What follows belongs to an exercise in optimizing a design on an open flow for small area and a short achievable clock period; a production flow would make more cautious choices. The RTL was checked by simulation tests, not by an equivalence proof against the original design.

==> inputs of run X <==
==> flow/design.v <==
package fifo_pkg;
  localparam int DEF_AE_THRESH = 1;
  localparam int DEF_AF_MARGIN = 2;
  function automatic integer fill_width(input integer lgflen);
    fill_width = lgflen + 1;
  endfunction
  function automatic integer def_af_thresh(input integer lgflen);
    integer depth;
    depth = 1 << lgflen;
    def_af_thresh = (depth > DEF_AF_MARGIN) ? depth - DEF_AF_MARGIN : depth;
  endfunction
endpackage
module fifo_mem #(
  parameter int W  = 16,
  parameter int AW = 7,
  parameter int LO = 3,
  parameter int NB = 4
) (
  input  logic                  clk,
  input  logic [2**LO-1:0]      wr_lo,
  input  logic [2**(AW-LO)-1:0] wr_hi,
  input  logic [W-1:0]          wr_data,
  input  logic [2**LO-1:0]      rd_lo,
  input  logic [2**(AW-LO)-1:0] rd_hi,
  output logic [NB*W-1:0]       rd_data
);
  localparam int DEPTH = 2 ** AW;
  localparam int NL    = 2 ** LO;
  logic [W-1:0] mem [DEPTH];
  always_ff @(posedge clk) begin
    for (int i = 0; i < DEPTH; i++) begin
      if (wr_lo[i % NL] && wr_hi[i / NL]) begin
        mem[i] <= wr_data;
      end
    end
  end
  logic [DEPTH-1:0] rd_sel;
  always_comb begin
    for (int i = 0; i < DEPTH; i++) begin
      rd_sel[i] = rd_lo[i % NL] && rd_hi[i / NL];
    end
    for (int b = 0; b < NB; b++) begin
      rd_data[b*W +: W] = '0;
      for (int i = b; i < DEPTH; i += NB) begin
        rd_data[b*W +: W] = rd_data[b*W +: W] | (mem[i] & {W{rd_sel[i]}});
      end
    end
  end
endmodule
module stream_fifo #(
  parameter int W         = 16,
  parameter int LGFLEN    = 7,
  parameter int AF_THRESH = fifo_pkg::def_af_thresh(LGFLEN),
  parameter int AE_THRESH = fifo_pkg::DEF_AE_THRESH
) (
  input  logic                          clk,
  input  logic                          rst_n,
  input  logic                          flush,
  input  logic [W-1:0]                  s_data,
  input  logic                          s_valid,
  output logic                          s_ready,
  output logic [W-1:0]                  m_data,
  output logic                          m_valid,
  input  logic                          m_ready,
  output logic [fifo_pkg::fill_width(LGFLEN)-1:0] fill,
  output logic                          almost_full,
  output logic                          almost_empty
);
  localparam int DEPTH = 2 ** LGFLEN;
  localparam int FW    = fifo_pkg::fill_width(LGFLEN);
  localparam int NB    = 4;                 
  if (W < 1) begin : g_bad_w
    $error("stream_fifo: W must be >= 1");
  end
  if (LGFLEN < 3) begin : g_bad_lgflen
    $error("stream_fifo: LGFLEN must be >= 3");
  end
  if (AF_THRESH < 1 || AF_THRESH > DEPTH) begin : g_bad_af
    $error("stream_fifo: AF_THRESH must be within 1..DEPTH");
  end
  if (AE_THRESH < 0 || AE_THRESH > DEPTH - 1) begin : g_bad_ae
    $error("stream_fifo: AE_THRESH must be within 0..DEPTH-1");
  end
  localparam int LO = LGFLEN / 2;
  localparam int NL = 2 ** LO;
  localparam int NH = 2 ** (LGFLEN - LO);
  logic [NL-1:0]     wr_lo;
  logic [NH-1:0]     wr_hi;
  logic [NL-1:0]     rd_lo;     
  logic [NH-1:0]     rd_hi;     
  logic [NB-1:0]     rd_bank;   
  logic [NB-1:0]     wr_bank;   
  logic [NB*W-1:0]   bank_rd;
  logic [W-1:0]      win [NB];
  logic [W-1:0]      win_head;
  logic              do_write, do_read, up, dn;
  logic              one;       
  logic              tail_in_win;
  logic              tw0, tw1;    
  logic              full, n_ae;
  assign s_ready      = !full;
  assign almost_empty = !n_ae;
  assign do_write = s_valid && s_ready;
  assign do_read  = m_ready && m_valid;
  assign up       = !flush && do_write && !do_read;
  assign dn       = !flush && do_read && !do_write;
  assign one      = m_valid && (fill <= FW'(1));
  always_comb begin
    for (int b = 0; b < NB; b++) begin
      wr_bank[b] = 1'b0;
      for (int i = b; i < NL; i += NB) wr_bank[b] = wr_bank[b] | wr_lo[i];
    end
  end
  assign tail_in_win = do_read ? tw1 : tw0;
  fifo_mem #(
    .W  (W),
    .AW (LGFLEN),
    .LO (LO),
    .NB (NB)
  ) u_mem (
    .clk     (clk),
    .wr_lo   (wr_lo),
    .wr_hi   (wr_hi),
    .wr_data (s_data),
    .rd_lo   (rd_lo),
    .rd_hi   (rd_hi),
    .rd_data (bank_rd)
  );
  always_ff @(posedge clk or negedge rst_n) begin
    if (!rst_n) begin
      wr_lo   <= NL'(1);
      wr_hi   <= NH'(1);
      rd_lo   <= NL'(1) << ((NB + 1) % NL);
      rd_hi   <= NH'(1) << ((NB + 1) / NL);
      rd_bank <= NB'(2);
    end else if (flush) begin
      wr_lo   <= NL'(1);
      wr_hi   <= NH'(1);
      rd_lo   <= NL'(1) << ((NB + 1) % NL);
      rd_hi   <= NH'(1) << ((NB + 1) / NL);
      rd_bank <= NB'(2);
    end else begin
      if (do_write) begin
        wr_lo <= {wr_lo[NL-2:0], wr_lo[NL-1]};
        if (wr_lo[NL-1]) wr_hi <= {wr_hi[NH-2:0], wr_hi[NH-1]};
      end
      if (do_read) begin
        rd_lo   <= {rd_lo[NL-2:0], rd_lo[NL-1]};
        if (rd_lo[NL-1]) rd_hi <= {rd_hi[NH-2:0], rd_hi[NH-1]};
        rd_bank <= {rd_bank[NB-2:0], rd_bank[NB-1]};
      end
    end
  end
  always_ff @(posedge clk) begin
    for (int b = 0; b < NB; b++) begin
      if (tail_in_win && wr_bank[b]) begin
        win[b] <= s_data;
      end else if (do_read && rd_bank[b]) begin
        win[b] <= bank_rd[b*W +: W];
      end
    end
  end
  always_comb begin
    win_head = '0;
    for (int b = 0; b < NB; b++) begin
      win_head = win_head | (win[b] & {W{rd_bank[b]}});
    end
  end
  always_ff @(posedge clk) begin
    if (!m_valid || (one && m_ready)) begin
      m_data <= s_data;
    end else if (m_ready) begin
      m_data <= win_head;
    end
  end
  always_ff @(posedge clk or negedge rst_n) begin
    if (!rst_n) begin
      fill         <= '0;
      m_valid      <= 1'b0;
      full         <= 1'b0;
      almost_full  <= 1'b0;
      n_ae         <= 1'b0;
      tw0          <= 1'b0;
      tw1          <= 1'b0;
    end else if (flush) begin
      fill         <= '0;
      m_valid      <= 1'b0;
      full         <= 1'b0;
      almost_full  <= 1'b0;
      n_ae         <= 1'b0;
      tw0          <= 1'b0;
      tw1          <= 1'b0;
    end else if (up) begin
      fill         <= fill + FW'(1);
      m_valid      <= 1'b1;
      full         <= (fill >= FW'(DEPTH - 1));
      almost_full  <= (fill >= FW'(AF_THRESH - 1));
      n_ae         <= (fill >= FW'(AE_THRESH));
      tw0          <= (fill <= FW'(NB - 1));
      tw1          <= (fill >= FW'(1) && fill <= FW'(NB));
    end else if (dn) begin
      fill         <= fill - FW'(1);
      m_valid      <= (fill > FW'(1));
      full         <= 1'b0;
      almost_full  <= (fill > FW'(AF_THRESH));
      n_ae         <= (fill > FW'(AE_THRESH + 1));
      tw0          <= (fill >= FW'(2) && fill <= FW'(NB + 1));
      tw1          <= (fill >= FW'(3) && fill <= FW'(NB + 2));
    end
  end
endmodule
==> flow/run.sh <==
#!/bin/bash
# synth_recipe.tcl (not shown) runs the flow's synth.tcl, then flattens the netlist and writes it again
# the make line also repeats each setting of config.mk as NAME=value (left out here)
make -C /OpenROAD-flow-scripts/flow DESIGN_CONFIG=/design/flow/config.mk WORK_HOME=/design/flow/orfs CLKGATE_MAP_FILE= SYNTH_SCRIPT=/design/flow/synth_recipe.tcl finish
==> flow/config.mk <==
export PLATFORM = sky130hd
export DESIGN_NAME = stream_fifo
export DESIGN_NICKNAME = stream_fifo
export VERILOG_FILES = /design/flow/design.v
export SDC_FILE = /design/flow/constraint.sdc
export NUM_CORES = 4
export LEC_CHECK = 0
export CAP_MARGIN = 20
export CORE_MARGIN = 2
export CORE_UTILIZATION = 40
export CTS_CLUSTER_DIAMETER = 80
export CTS_CLUSTER_SIZE = 25
export SETUP_SLACK_MARGIN = 2.6
export SLEW_MARGIN = 20
==> flow/constraint.sdc <==
create_clock -name core_clock -period 5.0 [get_ports {clk}]
set_input_delay 1.0000 -clock core_clock [delete_from_list [all_inputs] [get_ports {clk}]]
set_output_delay 1.0000 -clock core_clock [all_outputs]
set_load 0.01 [all_outputs]
==> inputs of run M, as changes to run X <==
--- a/flow/design.v
+++ b/flow/design.v
@@ -20,8 +20,7 @@
   input  logic [2**LO-1:0]      wr_lo,
   input  logic [2**(AW-LO)-1:0] wr_hi,
   input  logic [W-1:0]          wr_data,
-  input  logic [2**LO-1:0]      rd_lo,
-  input  logic [2**(AW-LO)-1:0] rd_hi,
+  input  logic [2**AW/NB-1:0]   rd_row,
   output logic [NB*W-1:0]       rd_data
 );
   localparam int DEPTH = 2 ** AW;
@@ -34,15 +33,11 @@
       end
     end
   end
-  logic [DEPTH-1:0] rd_sel;
   always_comb begin
-    for (int i = 0; i < DEPTH; i++) begin
-      rd_sel[i] = rd_lo[i % NL] && rd_hi[i / NL];
-    end
     for (int b = 0; b < NB; b++) begin
       rd_data[b*W +: W] = '0;
       for (int i = b; i < DEPTH; i += NB) begin
-        rd_data[b*W +: W] = rd_data[b*W +: W] | (mem[i] & {W{rd_sel[i]}});
+        rd_data[b*W +: W] = rd_data[b*W +: W] | (mem[i] & {W{rd_row[i / NB]}});
       end
     end
   end
@@ -86,8 +81,8 @@
   localparam int NH = 2 ** (LGFLEN - LO);
   logic [NL-1:0]     wr_lo;
   logic [NH-1:0]     wr_hi;
-  logic [NL-1:0]     rd_lo;     
-  logic [NH-1:0]     rd_hi;     
+  localparam int NR = DEPTH / NB;            
+  logic [NR-1:0]     rd_row;    
   logic [NB-1:0]     rd_bank;   
   logic [NB-1:0]     wr_bank;   
   logic [NB*W-1:0]   bank_rd;
@@ -122,22 +117,19 @@
     .wr_lo   (wr_lo),
     .wr_hi   (wr_hi),
     .wr_data (s_data),
-    .rd_lo   (rd_lo),
-    .rd_hi   (rd_hi),
+    .rd_row  (rd_row),
     .rd_data (bank_rd)
   );
   always_ff @(posedge clk or negedge rst_n) begin
     if (!rst_n) begin
       wr_lo   <= NL'(1);
       wr_hi   <= NH'(1);
-      rd_lo   <= NL'(1) << ((NB + 1) % NL);
-      rd_hi   <= NH'(1) << ((NB + 1) / NL);
+      rd_row  <= NR'(1) << ((NB + 1) / NB);
       rd_bank <= NB'(2);
     end else if (flush) begin
       wr_lo   <= NL'(1);
       wr_hi   <= NH'(1);
-      rd_lo   <= NL'(1) << ((NB + 1) % NL);
-      rd_hi   <= NH'(1) << ((NB + 1) / NL);
+      rd_row  <= NR'(1) << ((NB + 1) / NB);
       rd_bank <= NB'(2);
     end else begin
       if (do_write) begin
@@ -145,8 +137,7 @@
         if (wr_lo[NL-1]) wr_hi <= {wr_hi[NH-2:0], wr_hi[NH-1]};
       end
       if (do_read) begin
-        rd_lo   <= {rd_lo[NL-2:0], rd_lo[NL-1]};
-        if (rd_lo[NL-1]) rd_hi <= {rd_hi[NH-2:0], rd_hi[NH-1]};
+        if (rd_bank[NB-1]) rd_row <= {rd_row[NR-2:0], rd_row[NR-1]};
         rd_bank <= {rd_bank[NB-2:0], rd_bank[NB-1]};
       end
     end
--- a/flow/config.mk
+++ b/flow/config.mk
@@ -7,7 +7,7 @@
 export LEC_CHECK = 0
 export CAP_MARGIN = 20
 export CORE_MARGIN = 2
-export CORE_UTILIZATION = 40
+export CORE_UTILIZATION = 50
 export CTS_CLUSTER_DIAMETER = 80
 export CTS_CLUSTER_SIZE = 25
 export SETUP_SLACK_MARGIN = 2.6
==> inputs of run E, as changes to run X <==
--- a/flow/design.v
+++ b/flow/design.v
@@ -20,8 +20,7 @@
   input  logic [2**LO-1:0]      wr_lo,
   input  logic [2**(AW-LO)-1:0] wr_hi,
   input  logic [W-1:0]          wr_data,
-  input  logic [2**LO-1:0]      rd_lo,
-  input  logic [2**(AW-LO)-1:0] rd_hi,
+  input  logic [2**AW/NB-1:0]   rd_row,
   output logic [NB*W-1:0]       rd_data
 );
   localparam int DEPTH = 2 ** AW;
@@ -34,15 +33,11 @@
       end
     end
   end
-  logic [DEPTH-1:0] rd_sel;
   always_comb begin
-    for (int i = 0; i < DEPTH; i++) begin
-      rd_sel[i] = rd_lo[i % NL] && rd_hi[i / NL];
-    end
     for (int b = 0; b < NB; b++) begin
       rd_data[b*W +: W] = '0;
       for (int i = b; i < DEPTH; i += NB) begin
-        rd_data[b*W +: W] = rd_data[b*W +: W] | (mem[i] & {W{rd_sel[i]}});
+        rd_data[b*W +: W] = rd_data[b*W +: W] | (mem[i] & {W{rd_row[i / NB]}});
       end
     end
   end
@@ -86,8 +81,8 @@
   localparam int NH = 2 ** (LGFLEN - LO);
   logic [NL-1:0]     wr_lo;
   logic [NH-1:0]     wr_hi;
-  logic [NL-1:0]     rd_lo;     
-  logic [NH-1:0]     rd_hi;     
+  localparam int NR = DEPTH / NB;            
+  logic [NR-1:0]     rd_row;    
   logic [NB-1:0]     rd_bank;   
   logic [NB-1:0]     wr_bank;   
   logic [NB*W-1:0]   bank_rd;
@@ -122,22 +117,19 @@
     .wr_lo   (wr_lo),
     .wr_hi   (wr_hi),
     .wr_data (s_data),
-    .rd_lo   (rd_lo),
-    .rd_hi   (rd_hi),
+    .rd_row  (rd_row),
     .rd_data (bank_rd)
   );
   always_ff @(posedge clk or negedge rst_n) begin
     if (!rst_n) begin
       wr_lo   <= NL'(1);
       wr_hi   <= NH'(1);
-      rd_lo   <= NL'(1) << ((NB + 1) % NL);
-      rd_hi   <= NH'(1) << ((NB + 1) / NL);
+      rd_row  <= NR'(1) << ((NB + 1) / NB);
       rd_bank <= NB'(2);
     end else if (flush) begin
       wr_lo   <= NL'(1);
       wr_hi   <= NH'(1);
-      rd_lo   <= NL'(1) << ((NB + 1) % NL);
-      rd_hi   <= NH'(1) << ((NB + 1) / NL);
+      rd_row  <= NR'(1) << ((NB + 1) / NB);
       rd_bank <= NB'(2);
     end else begin
       if (do_write) begin
@@ -145,8 +137,7 @@
         if (wr_lo[NL-1]) wr_hi <= {wr_hi[NH-2:0], wr_hi[NH-1]};
       end
       if (do_read) begin
-        rd_lo   <= {rd_lo[NL-2:0], rd_lo[NL-1]};
-        if (rd_lo[NL-1]) rd_hi <= {rd_hi[NH-2:0], rd_hi[NH-1]};
+        if (rd_bank[NB-1]) rd_row <= {rd_row[NR-2:0], rd_row[NR-1]};
         rd_bank <= {rd_bank[NB-2:0], rd_bank[NB-1]};
       end
     end
==> impl_metrics.yaml <==
status:
  status: "no timing/DRC/antenna violations"
synthesis:
  seq_area_frac_synth_pct: 81.8
  synthSimpleGateAreaFrac_pct: 3.91
floorplan:
  die_h_um: 452
place:
  gp_congestion: 0.883
global_route:
  grt_max_degree: 102
  antenna_found_initial: 19
setup_path:
  arrival_ns: 1.50
The numbers above come from run X.

==> impl_metrics.yaml <==
floorplan:
  die_h_um: 403
synthesis:
  synth_edf_count: 2128
  seq_area_frac_synth_pct: 82.6
  synth_compound_area_share_pct: 11.3
timing:
  rsz0062_at_grt: "yes"
status:
  status: "no timing/DRC/antenna violations"
global_route:
  grt_max_degree: 103
setup_path:
  arrival_ns: 1.47
The numbers above come from run M.

==> impl_metrics.yaml <==
detailed_routing:
  wl_per_cell_um: 40.2
global_route:
  antenna_found_initial: 20
  grt_max_degree: 102
  use_met1_pct: 37.7
synthesis:
  seq_area_frac_synth_pct: 82.6
  synthSimpleGateAreaFrac_pct: 4.58
place:
  gp_congestion: 0.853
setup_path:
  arrival_ns: 1.54
final_layout:
  nMultiInputCombCells: 1912
  top_regs: "u_mem.mem: 2048 flops, win: 64 flops, rd_row: 32 flops"
  regMostFlops: "u_mem.mem"
floorplan:
  die_h_um: 450
status:
  status: "no timing/DRC/antenna violations"
The numbers above come from run E.

==> static timing again, ports no longer ideal <==
In the flow no input, the clock included, has a driving cell. The finished layouts below were timed again as built, in two steps. Step 1, drivers: a clkbuf_16 drives clk and a buf_2 each remaining input, both assumed. Step 2 moves the port delays by t, midway between the first and last clock arrival at a register: inputs arrive t later, outputs are due t later. That takes back most of the time a late clock gives input paths. Slacks: ideal ports / drivers / drivers and shift; pairs: ideal ports / drivers.
run | t, ns | slack for setup (ns) | worst setup path at the end | worst register clock-pin slew, ns | worst slew at a driven data input, ns
run X | 0.847 | 2.500 / 2.407 / 1.888 | input to register | 0.11 / 0.11 | 0.08
run M | 0.841 | 2.527 / 2.433 / 1.804 | input to register | 0.11 / 0.11 | 0.14
run E | 0.836 | 2.463 / 2.374 / 1.850 | input to register | 0.11 / 0.11 | 0.20
After both steps every run listed still meets setup and hold. For run M, which loses most, drivers alone change the setup slack by -0.094 ns; drivers and shift together by -0.723 ns.
